Background: an optimization exercise with open tools, aiming at small area. Do not read the settings as production practice.
Function was checked by simulation only, so behaviour that the tests miss may differ from the original.
No activity file was given, so power comes from the tool's default toggle rates.

## design/flow/flow/run.sh

```bash
#!/bin/bash
# Own layout flow: the standard ORFS flow, with these changes:
#  - after the standard synthesis (run unchanged), the 3-input NORs that ABC
#    upsized to nor3_2 are put back to nor3_1 (same function and pins; the
#    placement-aware resizer upsizes again wherever timing needs it);
#  - ports buffered with the smallest buffer (buf_1) instead of clkdlybuf4s50_1;
#  - clock tree built from clkbuf_16 (clusters of up to 20 sinks, 90 um across)
#    without dummy loads.
# Everything else (floorplan, power grid, placement, routing) is the standard
# flow. Each tool's output stays in its ORFS log under orfs/logs; the make
# output goes to flow_make_synth.log and flow_make.log.
set -euo pipefail
ARGS=(
  "BUFFER_PORTS_ARGS=-buffer_cell sky130_fd_sc_hd__buf_1"
  "CTS_ARGS=-sink_clustering_enable -repair_clock_nets -dont_use_dummy_load -buf_list sky130_fd_sc_hd__clkbuf_16 -sink_clustering_size 20 -sink_clustering_max_diameter 90"
)
bash standard.sh "${ARGS[@]}" synth > flow_make_synth.log 2>&1
RES=orfs/results/${FLOW_PLATFORM}/regfile_mp/base
sed -i 's/\bsky130_fd_sc_hd__nor3_2\b/sky130_fd_sc_hd__nor3_1/g' $RES/1_2_yosys.v
rm -f $RES/1_synth.odb $RES/1_synth.sdc
bash standard.sh "${ARGS[@]}" finish > flow_make.log 2>&1
```

## design/flow/standard.sh

```bash
#!/bin/bash
# synth_recipe.tcl (not shown) runs the flow's synth.tcl, then flattens the netlist and writes it again
# the make line also repeats each setting of config.mk as NAME=value (left out here)
make -C /OpenROAD-flow-scripts/flow DESIGN_CONFIG=/design/flow/config.mk WORK_HOME=/design/flow/orfs CLKGATE_MAP_FILE= SYNTH_SCRIPT=/design/flow/synth_recipe.tcl "${@:-finish}"
```

## design/flow/config.mk

```make
export PLATFORM = sky130hd
export DESIGN_NAME = regfile_mp
export DESIGN_NICKNAME = regfile_mp
export VERILOG_FILES = /design/flow/design.v
export SDC_FILE = /design/flow/constraint.sdc
export NUM_CORES = 4
export LEC_CHECK = 0
export CAP_MARGIN = 20
export CELL_PAD_IN_SITES_DETAIL_PLACEMENT = 1
export CELL_PAD_IN_SITES_GLOBAL_PLACEMENT = 1
export CORE_MARGIN = 2
export CORE_UTILIZATION = 30
export PLACE_DENSITY = 0.5
export SETUP_SLACK_MARGIN = 0.3
export SLEW_MARGIN = 20
export SYNTH_HIERARCHICAL = 1
export SYNTH_MINIMUM_KEEP_SIZE = 0
```

## design/flow/constraint.sdc

```tcl
create_clock -name core_clock -period 8.0 [get_ports {clk}]
set_input_delay 1.6000 -clock core_clock [delete_from_list [all_inputs] [get_ports {clk}]]
set_output_delay 1.6000 -clock core_clock [all_outputs]
set_load 0.01 [all_outputs]
```

## design/flow/design.v

```verilog
module regfile_mp_dec #(
  parameter int WORDS  = 32,
  parameter int ADDR_W = 5
) (
  input  logic              en_i,
  input  logic [ADDR_W-1:0] addr_i,
  output logic [WORDS-1:0]  dec_o
);
  for (genvar r = 0; r < WORDS; r++) begin : g_dec
    assign dec_o[r] = en_i && (addr_i == ADDR_W'(r));
  end
endmodule
module regfile_mp_dec_n #(
  parameter int WORDS  = 32,
  parameter int ADDR_W = 5
) (
  input  logic              en_i,
  input  logic [ADDR_W-1:0] addr_i,
  output logic [WORDS-1:0]  dec_n_o
);
  for (genvar r = 0; r < WORDS; r++) begin : g_dec
    assign dec_n_o[r] = !(en_i && (addr_i == ADDR_W'(r)));
  end
endmodule
module regfile_mp_nor #(
  parameter int N = 2
) (
  input  logic [N-1:0] a_i,
  output logic         y_o
);
  assign y_o = ~|a_i;
endmodule
module regfile_mp_wbit (
  input  logic s1_i,
  input  logic d1_i,
  input  logic s0_i,
  input  logic d0_i,
  input  logic h_i,
  input  logic q_i,
  output logic d_o
);
  assign d_o = (s1_i & d1_i) | (s0_i & d0_i) | (h_i & q_i);
endmodule
module regfile_mp_aoi3 #(
  parameter int N = 3
) (
  input  logic [N-1:0] sel_i,
  input  logic [N-1:0] d_i,
  output logic         y_n_o
);
  assign y_n_o = ~|(sel_i & d_i);
endmodule
module regfile_mp_aor #(
  parameter int N = 31
) (
  input  logic [N-1:0] sel_i,
  input  logic [N-1:0] d_i,
  output logic         y_o
);
  localparam int G = (N + 2) / 3;
  logic [G-1:0] grp_n;
  for (genvar g = 0; g < G; g++) begin : g_grp
    localparam int LO = 3 * g;
    localparam int NN = (N - LO < 3) ? N - LO : 3;
    regfile_mp_aoi3 #(.N(NN)) u_aoi (
      .sel_i(sel_i[LO +: NN]), .d_i(d_i[LO +: NN]), .y_n_o(grp_n[g]));
  end
  assign y_o = ~&grp_n;
endmodule
module regfile_mp #(
  parameter int WORDS    = 32,
  parameter int BITS     = 32,
  parameter int NUM_RD   = 2,
  parameter int NUM_WR   = 2,
  parameter int BYPASS   = 1,
  parameter int ZERO_REG = 1,
  parameter int ADDR_W   = $clog2(WORDS),
  parameter int LANES    = BITS / 8
) (
  input  logic                     clk,
  input  logic                     rst,
  input  logic [NUM_WR-1:0]        wr_en,
  input  logic [NUM_WR*ADDR_W-1:0] wr_addr,
  input  logic [NUM_WR*BITS-1:0]   wr_data,
  input  logic [NUM_WR*LANES-1:0]  wr_be,
  input  logic [NUM_RD*ADDR_W-1:0] rd_addr,
  output logic [NUM_RD*BITS-1:0]   rd_data,
  output logic [NUM_RD-1:0]        rd_busy,
  input  logic                     sb_set_en,
  input  logic [ADDR_W-1:0]        sb_set_addr,
  output logic [WORDS-1:0]         busy_vec
);
  logic [WORDS-1:0] wdec0_n, wdec1_n, sdec_n;
  regfile_mp_dec_n #(.WORDS(WORDS), .ADDR_W(ADDR_W)) u_wdec0 (
    .en_i(wr_en[0]), .addr_i(wr_addr[0 +: ADDR_W]), .dec_n_o(wdec0_n));
  regfile_mp_dec_n #(.WORDS(WORDS), .ADDR_W(ADDR_W)) u_wdec1 (
    .en_i(wr_en[1]), .addr_i(wr_addr[ADDR_W +: ADDR_W]), .dec_n_o(wdec1_n));
  regfile_mp_dec_n #(.WORDS(WORDS), .ADDR_W(ADDR_W)) u_sdec (
    .en_i(sb_set_en), .addr_i(sb_set_addr), .dec_n_o(sdec_n));
  logic [BITS-1:0] wd0, wd1;
  assign wd0 = wr_data[0 +: BITS];
  assign wd1 = wr_data[BITS +: BITS];
  logic             same_addr;
  logic [LANES-1:0] be0_eff;
  assign same_addr = wr_en[1] && (wr_addr[0 +: ADDR_W] == wr_addr[ADDR_W +: ADDR_W]);
  assign be0_eff   = wr_be[0 +: LANES] & ~({LANES{same_addr}} & wr_be[LANES +: LANES]);
  logic [LANES-1:0] be1_n, be0_n;
  assign be1_n = ~wr_be[LANES +: LANES];
  assign be0_n = ~be0_eff;
  logic [BITS-1:0]  mem_q [1:WORDS-1];
  logic [BITS-1:0]  mem_d [1:WORDS-1];
  logic [WORDS-1:1] vld_q, hit;
  logic [WORDS-1:1] busy_q;
  for (genvar r = 1; r < WORDS; r++) begin : g_reg
    logic vld_n;
    assign hit[r] = ~(wdec0_n[r] & wdec1_n[r]);
    assign vld_n  = ~vld_q[r];
    for (genvar b = 0; b < LANES; b++) begin : g_lane
      logic s1, s0, hold;
      regfile_mp_nor #(.N(2)) u_s1 (.a_i({wdec1_n[r], be1_n[b]}), .y_o(s1));
      regfile_mp_nor #(.N(2)) u_s0 (.a_i({wdec0_n[r], be0_n[b]}), .y_o(s0));
      regfile_mp_nor #(.N(3)) u_h  (.a_i({s1, s0, vld_n}), .y_o(hold));
      for (genvar i = b*8; i < b*8 + 8; i++) begin : g_bit
        regfile_mp_wbit u_wbit (
          .s1_i(s1), .d1_i(wd1[i]),
          .s0_i(s0), .d0_i(wd0[i]),
          .h_i(hold), .q_i(mem_q[r][i]),
          .d_o(mem_d[r][i]));
      end
    end
    always_ff @(posedge clk) begin
      mem_q[r] <= mem_d[r];
    end
    always_ff @(posedge clk or posedge rst) begin
      if (rst) begin
        vld_q[r]  <= 1'b0;
        busy_q[r] <= 1'b0;
      end else begin
        vld_q[r]  <= vld_q[r] | hit[r];
        busy_q[r] <= ~sdec_n[r] | (busy_q[r] & ~hit[r]);
      end
    end
  end
  assign busy_vec = {busy_q, 1'b0};
  for (genvar p = 0; p < NUM_RD; p++) begin : g_rd
    logic [WORDS-1:0] rdec;
    logic [WORDS-1:1] bsy;
    regfile_mp_dec #(.WORDS(WORDS), .ADDR_W(ADDR_W)) u_rdec (
      .en_i(~rst), .addr_i(rd_addr[p*ADDR_W +: ADDR_W]), .dec_o(rdec));
    for (genvar i = 0; i < BITS; i++) begin : g_bit
      logic [WORDS-1:1] col;
      for (genvar r = 1; r < WORDS; r++) begin : g_col
        assign col[r] = mem_d[r][i];
      end
      regfile_mp_aor #(.N(WORDS-1)) u_aor (
        .sel_i(rdec[WORDS-1:1]), .d_i(col), .y_o(rd_data[p*BITS + i]));
    end
    assign bsy = busy_q & ~hit;
    regfile_mp_aor #(.N(WORDS-1)) u_baor (
      .sel_i(rdec[WORDS-1:1]), .d_i(bsy), .y_o(rd_busy[p]));
  end
endmodule
```

==> results of run 1 <==
timing repair:
item / in CTS / in global routing
endpoints found under the setup margin: 15 / 64
setup buffers: 0 / 0
gates resized for setup: 6 / 49
pin swaps: 0 / 1
cloned: 0 / 0
hold endpoints to repair: 0 / 0
per-stage QoR:
stage | worst slack (ps) | hold WS [ps]
3_5_place_dp | 55.7 | 478
4_1_cts | 265 | 496
3_3_place_gp | 102 | 468
6_report | 141 | 500
2_1_floorplan | 19.6 | 457
5_1_grt | 165 | 518
area by class of cell:
| cell class | count | area, sq um | area share |
|---|---|---|---|
| well taps | 2058 | 2570 | 0.0457 |
| clock buffers | 69 | 1730 | 0.0306 |
| repair buffers | 643 | 4240 | 0.0753 |
| multi-input cells | 2676 | 22500 | 0.399 |
| flip-flops and latches | 1054 | 21400 | 0.380 |
| inverters | 1030 | 3870 | 0.0686 |
| diodes | 18 | 45.0 | 0.000799 |
critical path, cell delays in order:
cell,delay [ps]
buf_1,480
and4bb_2,410
nand2_1,600
nor2_1,850
nor3_1,90
buf_4,210
a222oi_1,300
inv_1,120
a222oi_1,700
nand3_1,290
or3_1,430
buf_1,150
per-layer routing:
metal  routed length (microns)  global-route usage  vias to the layer above
met5                       177             0.00666                        -
met4                     23300               0.242                       26
met3                     39700               0.104                      827
met2                    140000               0.586                     4225
met1                    123000               0.493                    28669
li1                          -                   -                    22104
final timing paths:
path                       depth (start not counted)            to  slack (ps)          from
setup / recovery                                  12    rd_data[3]         140    wr_addr[8]
hold / removal                                     2  mem_q[19][2]         500  mem_q[19][2]
setup reg to reg                                   4   mem_q[2][5]        5550      vld_q[2]
hold reg to reg                                    2  mem_q[19][2]         500  mem_q[19][2]
max in group asynchronous                          3     busy_q[2]        5890           rst
min in group asynchronous                          3    busy_q[12]        1410           rst
power groups by stage:
stage	registers, W	logic (W)	clock network (W)
after global placement	0.00683	0.00289	0
after global routing	0.00686	0.00331	0.00381
after CTS	0.00675	0.00299	0.00362
after floorplan	0.00673	0.00185	0
final	0.00677	0.00309	0.00361
after detailed placement	0.00687	0.00298	0
sequential cells by signal, summed over array words and instances, names as in the netlist:
name / count
vld_q: 31
mem_q: 992
busy_q: 31
cell usage in the layout (no fill, tap or decap), types with 62 or more instances in the layout:
master and n:
dfrtp_1 62, clkbuf_2 64, buf_1 134, or3_1 66
nor3_1 97, buf_4 438, nand4_1 134, inv_1 1028
clkbuf_16 69, nand3_1 98, nor2_1 201, nor2_4 63
nand2_1 158, dfxtp_1 992, a222oi_1 1652
==> results_tabular.tex, run 1 <==
\begin{tabular}{lr}
\hline
Metric & Value \\
\hline
\multicolumn{2}{l}{\textbf{Status}} \\
\quad Result of the run & finished clean \\
\multicolumn{2}{l}{\textbf{Clocking}} \\
\quad TritonCTS Buffers & 69 \\
\quad Number of buffers between clock root and the deepest sink & 3 \\
\quad Clock transition at the registers of the reported paths & 60 ps \\
\quad Clk sinks & 1,054 \\
\quad Insertion delay of the later-clocked pin in the worst-skew pair & 720 ps \\
\quad H-tree depth & 3 \\
\quad Number of buffers inserted by hold repair at cts & 0 \\
\quad TritonCTS clock tree & done \\
\quad Root buffer cell & clkbuf\_16 \\
\multicolumn{2}{l}{\textbf{STA}} \\
\quad Max-Slew Margin vs Limit & 0.162 \\
\quad Largest clock skew in the final design & 41.8 ps \\
\quad Final number of setup-violating endpoints & 0 \\
\quad Final hold violations & 0 \\
\quad Max Slew Vio Count & 0 \\
\quad Crit path time final & 7860 ps \\
\quad Setup repair after global routing missed its margin & yes \\
\quad Portion of the clock cycle consumed by the worst path in the final layout & 0.982 \\
\quad Fmax & 127 MHz \\
\quad Tightest Pin Transition & 1250 ps \\
\quad Accumulated negative setup slack & 0 ps \\
\multicolumn{2}{l}{\textbf{Logic synthesis}} \\
\quad Net count after synthesis & 4,878 \\
\quad Post-synthesis area per instance & 9.86 sq um \\
\quad Yosys synthesis warning count & 10 \\
\quad Post-synthesis instance area & 47,100 sq um \\
\quad Syn Inst Count & 4,776 \\
\multicolumn{2}{l}{\textbf{Placement}} \\
\quad Placed insts & 7,458 \\
\quad Quantity of I/O buffers inserted on ports & 198 \\
\quad DP Area & 54,300 sq um \\
\quad Weighted congestion reported at the end of routability-driven placement & 0.980 \\
\quad HPWL after DPL & 221,000 microns \\
\multicolumn{2}{l}{\textbf{Route}} \\
\quad DRT Pass-1 Iters & 13 \\
\quad WL final & 326,000 microns \\
\quad Initial drt markers & 14.9k \\
\quad DRC violation count after routing & 0 \\
\quad Average routed wire per standard cell & 43.2 microns \\
\quad Vias after detailed routing & 55.9k \\
\quad Via/cell ratio & 7.40 \\
\quad Number of routed nets with antenna violations & 0 \\
\multicolumn{2}{l}{\textbf{Floorplan}} \\
\quad IO Count & 200 \\
\quad Die Height & 400 microns \\
\quad Number of cell rows & 145 \\
\quad Initial core utilization & 0.302 \\
\quad Die Area & 160,000 sq um \\
\quad Die W & 400 microns \\
\quad Core Region & 156,000 sq um \\
\multicolumn{2}{l}{\textbf{Global route}} \\
\quad Tot GR Track Use & 0.389 \\
\quad Wire length of the first global-routing pass & 438,000 microns \\
\quad Antenna violations before repair & 27 \\
\quad Total congestion overflow & 0 \\
\quad Via count of the first global-routing pass & 52.0k \\
\quad Largest net degree at the start of global routing & 63 \\
\multicolumn{2}{l}{\textbf{Job}} \\
\quad Max-cap violations & 0 \\
\multicolumn{2}{l}{\textbf{Cells and area}} \\
\quad Proportion of layout cells with a drive suffix above 1 & 0.138 \\
\quad Layout fillers & 17.8k \\
\quad Layout-stage area growth over the synthesis result & 19.8\% \\
\quad Post-route insts no fill & 7,548 \\
\quad Final cell area excluding filler cells & 56,400 sq um \\
\quad Utilization after layout & 0.361 \\
\quad Post-layout nets & 5,576 \\
\multicolumn{2}{l}{\textbf{Critical path}} \\
\quad WP data arrival & 6260 ps \\
\quad Largest fanout on the critical path & 10 \\
\quad CP Data Required Time & 6400 ps \\
\quad Worst setup path category & primary input to output pin \\
\quad Worst Setup End Kind & output pin \\
\quad Startpoint Class & primary input \\
\multicolumn{2}{l}{\textbf{Power}} \\
\quad Part of the power in combinational logic & 0.230 \\
\quad Cell Int Power & 0.00899 W \\
\quad Worst ir drop on vdd & 133 uV \\
\quad Power density normalized to cell area & 239 nW/um\^{}2 \\
\quad Share of total power consumed by net switching & 0.332 \\
\quad Sequential power share & 0.503 \\
\quad Net switching power of the design & 0.00448 W \\
\quad Total power & 0.0135 W \\
\quad Clock power frac & 0.268 \\
\quad Leakage power total & 25.8 nW \\
\multicolumn{2}{l}{\textbf{Worst hold path}} \\
\quad Kind of path behind the tightest hold check & flop to flop \\
\hline
\end{tabular}
==> run 2, diff against run 1 <==
--- a/design/flow/config.mk
+++ b/design/flow/config.mk
@@ -5,13 +5,13 @@
 export SDC_FILE = /design/flow/constraint.sdc
 export NUM_CORES = 4
 export LEC_CHECK = 0
-export CAP_MARGIN = 20
+export CAP_MARGIN = 12
 export CELL_PAD_IN_SITES_DETAIL_PLACEMENT = 1
 export CELL_PAD_IN_SITES_GLOBAL_PLACEMENT = 1
 export CORE_MARGIN = 2
 export CORE_UTILIZATION = 30
 export PLACE_DENSITY = 0.5
 export SETUP_SLACK_MARGIN = 0.3
-export SLEW_MARGIN = 20
+export SLEW_MARGIN = 12
 export SYNTH_HIERARCHICAL = 1
 export SYNTH_MINIMUM_KEEP_SIZE = 0
==> results_tabular.tex, run 2 <==
\begin{tabular}{lr}
\hline
Metric & Value \\
\hline
\multicolumn{2}{l}{\textbf{Logic synthesis}} \\
\quad Syn Inst Count & 4,776 \\
\quad Net count after synthesis & 4,878 \\
\quad Yosys synthesis warning count & 10 \\
\quad Post-synthesis instance area & 47,100 sq um \\
\quad Post-synthesis area per instance & 9.86 sq um \\
\multicolumn{2}{l}{\textbf{Critical path}} \\
\quad Critical Path Slowest Stage Cell & nor2\_1 \\
\quad Startpoint of the worst register-to-register path & vld\_q[2] \\
\quad Worst Setup End Kind & output pin \\
\quad Critical Path, Cell by Cell & buf\_1 -> nor2b\_1 -> nand2\_1 -> nor2\_1 -> nor3\_2 -> a222oi\_1 -> inv\_1 -> a222oi\_1 -> buf\_4 -> nand4\_1 -> or3\_1 -> buf\_1 \\
\quad Worst setup path category & primary input to output pin \\
\quad Worst path max stage delay & 890 ps \\
\quad Startpoint Class & primary input \\
\quad Largest fanout on the critical path & 9 \\
\quad FF-to-FF End & mem\_q[2][4] \\
\quad CP Data Required Time & 6400 ps \\
\quad Reg-to-reg setup timing slack & 5490 ps \\
\quad WP data arrival & 6220 ps \\
\quad R2r worst-path depth & 4 \\
\multicolumn{2}{l}{\textbf{STA}} \\
\quad Setup repair after global routing missed its margin & yes \\
\quad Portion of the clock cycle consumed by the worst path in the final layout & 0.977 \\
\quad Final Hold Slack & 502 ps \\
\quad Final number of setup-violating endpoints & 0 \\
\quad Crit path time final & 7820 ps \\
\quad Tightest Pin Transition & 1310 ps \\
\quad Max-Slew Margin vs Limit & 0.121 \\
\quad Max Slew Vio Count & 0 \\
\quad Fmax & 128 MHz \\
\quad Largest clock skew in the final design & 53.7 ps \\
\quad Final hold violations & 0 \\
\multicolumn{2}{l}{\textbf{Cells and area}} \\
\quad Most common library cell in the layout ignoring fill and taps & a222oi\_1 \\
\quad Final cell area excluding filler cells & 56,200 sq um \\
\quad Post-layout nets & 5,572 \\
\quad Top reg by flops & mem\_q \\
\quad Registers with the most flip-flops & mem\_q x992, busy\_q x31, vld\_q x31 \\
\quad Proportion of layout cells with a drive suffix above 1 & 0.133 \\
\quad Layout-stage area growth over the synthesis result & 19.3\% \\
\quad Area used by multi-input combinational logic & 22,400 sq um \\
\quad Number of flip-flops in the largest register & 992 \\
\quad Layout fillers & 17.9k \\
\quad Register area & 21,400 sq um \\
\quad Leading cell types in the layout, fill and taps excluded & a222oi\_1 (1,652), inv\_1 (1,028), dfxtp\_1 (992) \\
\multicolumn{2}{l}{\textbf{Global route}} \\
\quad Largest net degree at the start of global routing & 63 \\
\quad Total congestion overflow & 0 \\
\quad Wire length of the first global-routing pass & 438,000 microns \\
\quad Tot GR Track Use & 0.388 \\
\quad Via count of the first global-routing pass & 52.2k \\
\quad Antenna violations before repair & 29 \\
\multicolumn{2}{l}{\textbf{Worst hold path}} \\
\quad Instance count along the most critical hold path & 2 \\
\quad Hold-critical path endpoint & mem\_q[5][1] \\
\quad Kind of path behind the tightest hold check & flop to flop \\
\quad Hold wc startpoint & mem\_q[5][1] \\
\multicolumn{2}{l}{\textbf{Clocking}} \\
\quad Insertion delay of the later-clocked pin in the worst-skew pair & 720 ps \\
\quad Root buffer cell & clkbuf\_16 \\
\quad Clock transition at the registers of the reported paths & 80 ps \\
\quad H-tree depth & 3 \\
\quad TritonCTS clock tree & done \\
\quad Number of buffers inserted by hold repair at cts & 0 \\
\quad TritonCTS Buffers & 68 \\
\quad Post-CTS Setup Bufs & 0 \\
\quad Clk sinks & 1,054 \\
\quad Number of buffers between clock root and the deepest sink & 3 \\
\multicolumn{2}{l}{\textbf{Placement}} \\
\quad DP Area & 54,300 sq um \\
\quad Weighted congestion reported at the end of routability-driven placement & 0.980 \\
\quad HPWL after DPL & 220,000 microns \\
\quad Quantity of I/O buffers inserted on ports & 198 \\
\multicolumn{2}{l}{\textbf{Power}} \\
\quad Clock power frac & 0.265 \\
\quad Part of the power in combinational logic & 0.230 \\
\quad Power density normalized to cell area & 239 nW/um\^{}2 \\
\quad Worst ir drop on vdd & 163 uV \\
\quad Share of total power consumed by net switching & 0.331 \\
\quad Cell Int Power & 0.00897 W \\
\quad Leakage power total & 25.7 nW \\
\quad Net switching power of the design & 0.00443 W \\
\quad Sequential power share & 0.505 \\
\multicolumn{2}{l}{\textbf{Route}} \\
\quad Via/cell ratio & 7.37 \\
\quad Number of routed nets with antenna violations & 0 \\
\quad Vias after detailed routing & 55.6k \\
\quad Average routed wire per standard cell & 43.2 microns \\
\quad WL final & 325,000 microns \\
\quad Initial drt markers & 14.6k \\
\quad DRT Pass-1 Iters & 13 \\
\quad DRC violation count after routing & 0 \\
\multicolumn{2}{l}{\textbf{Floorplan}} \\
\quad Die Height & 400 microns \\
\quad Die W & 400 microns \\
\quad Initial core utilization & 0.302 \\
\quad IO Count & 200 \\
\quad Core Region & 156,000 sq um \\
\quad Number of cell rows & 145 \\
\quad Die Area & 160,000 sq um \\
\multicolumn{2}{l}{\textbf{Job}} \\
\quad Max-cap violations & 0 \\
\multicolumn{2}{l}{\textbf{Status}} \\
\quad Result of the run & finished clean \\
\hline
\end{tabular}
run 2: metal layers:
| layer | global-route usage | vias up | routed length [microns] |
|---|---|---|---|
| li1 | - | 22076 | - |
| met1 | 0.490 | 28552 | 123000 |
| met2 | 0.585 | 4151 | 140000 |
| met3 | 0.102 | 757 | 38400 |
| met4 | 0.250 | 24 | 23500 |
| met5 | 0 | - | 322 |
run 2: through the flow:
stage | std cells | util | setup TNS, ps | setup slack, ps | total power (W)
after floorplan | 4776 | - | 0 | 19.6 | 0.00859
after global placement | 7457 | 0.348 | 0 | 102 | 0.00972
after detailed placement | 7457 | 0.348 | -183 | -74.4 | 0.00985
after CTS | 7525 | 0.359 | 0 | 264 | 0.0133
after global routing | 7529 | 0.360 | 0 | 233 | 0.0139
final | 7538 | 0.360 | 0 | 180 | 0.0134
run 2: worst max-delay path by stage:
stage | to | cells after the start | slack [ps] | start
3_3_place_gp | rd_data[36] | 14 | 100 | wr_addr[7]
2_1_floorplan | rd_data[0] | 9 | 20 | wr_addr[6]
4_1_cts | rd_data[56] | 12 | 260 | wr_addr[0]
6_report | rd_data[12] | 12 | 180 | wr_addr[5]
3_5_place_dp | rd_data[3] | 11 | -70 | wr_addr[0]
5_1_grt | rd_data[58] | 14 | 230 | wr_addr[3]
run 2: power by group through the flow:
| stage | clock network (W) | logic (W) | registers [W] |
|---|---|---|---|
| after floorplan | 0 | 0.00185 | 0.00673 |
| after global placement | 0 | 0.00289 | 0.00683 |
| after detailed placement | 0 | 0.00298 | 0.00687 |
| after CTS | 0.00359 | 0.00299 | 0.00675 |
| after global routing | 0.00376 | 0.00331 | 0.00686 |
| final | 0.00355 | 0.00309 | 0.00677 |
run 2: repair_timing:
action | 4_1_cts | 5_1_grt
gates cloned | 0 | 0
pin swaps | 0 | 1
endpoints found under the setup margin | 18 | 64
gates resized for setup | 8 | 46
run 2: area by class of cell:
type	instances	area share
clock buffers	68	0.0303
flip-flops and latches	1054	0.381
diodes	12	0.000535
well taps	2058	0.0458
multi-input cells	2676	0.399
inverters	1030	0.0689
repair buffers	640	0.0746
run 2: worst max-delay path: cells and delay by family:
kind / cells / cell delay [ps]
AOI/OAI and AO/OA: 2 / 880
buffers and inverters: 4 / 970
and+or+nand+nor: 6 / 2760

==> what the ideal ports hide <==
In the flow no input, the clock included, has a driving cell. The finished layouts below were timed again as built, in two steps.
Step 1, drivers: a clkbuf_16 drives clk and a buf_2 each remaining input, both assumed.
Step 2 adds t to the input delays and takes it off the output delays; t is the mean of the earliest and latest rising clock arrival at the registers after step 1. Input paths then give back, and output paths get back, about the clock's delay inside the block.
a / b / c = ideal / step 1 / step 2; a / b = the first two.
| run | shift t [ns] | setup WS [ns] | clock arrival spread, ns |
|---|---|---|---|
| run 1 | 0.770 | 0.141 / -0.007 / -0.007 | 0.054 / 0.054 |
| run 2 | 0.780 | 0.180 / 0.059 / 0.059 | 0.059 / 0.059 |
Met with ideal ports but missed after step 2: setup timing in run 1. For run 1, which loses most, drivers alone change the setup slack by -0.148 ns; drivers and shift together by -0.148 ns.
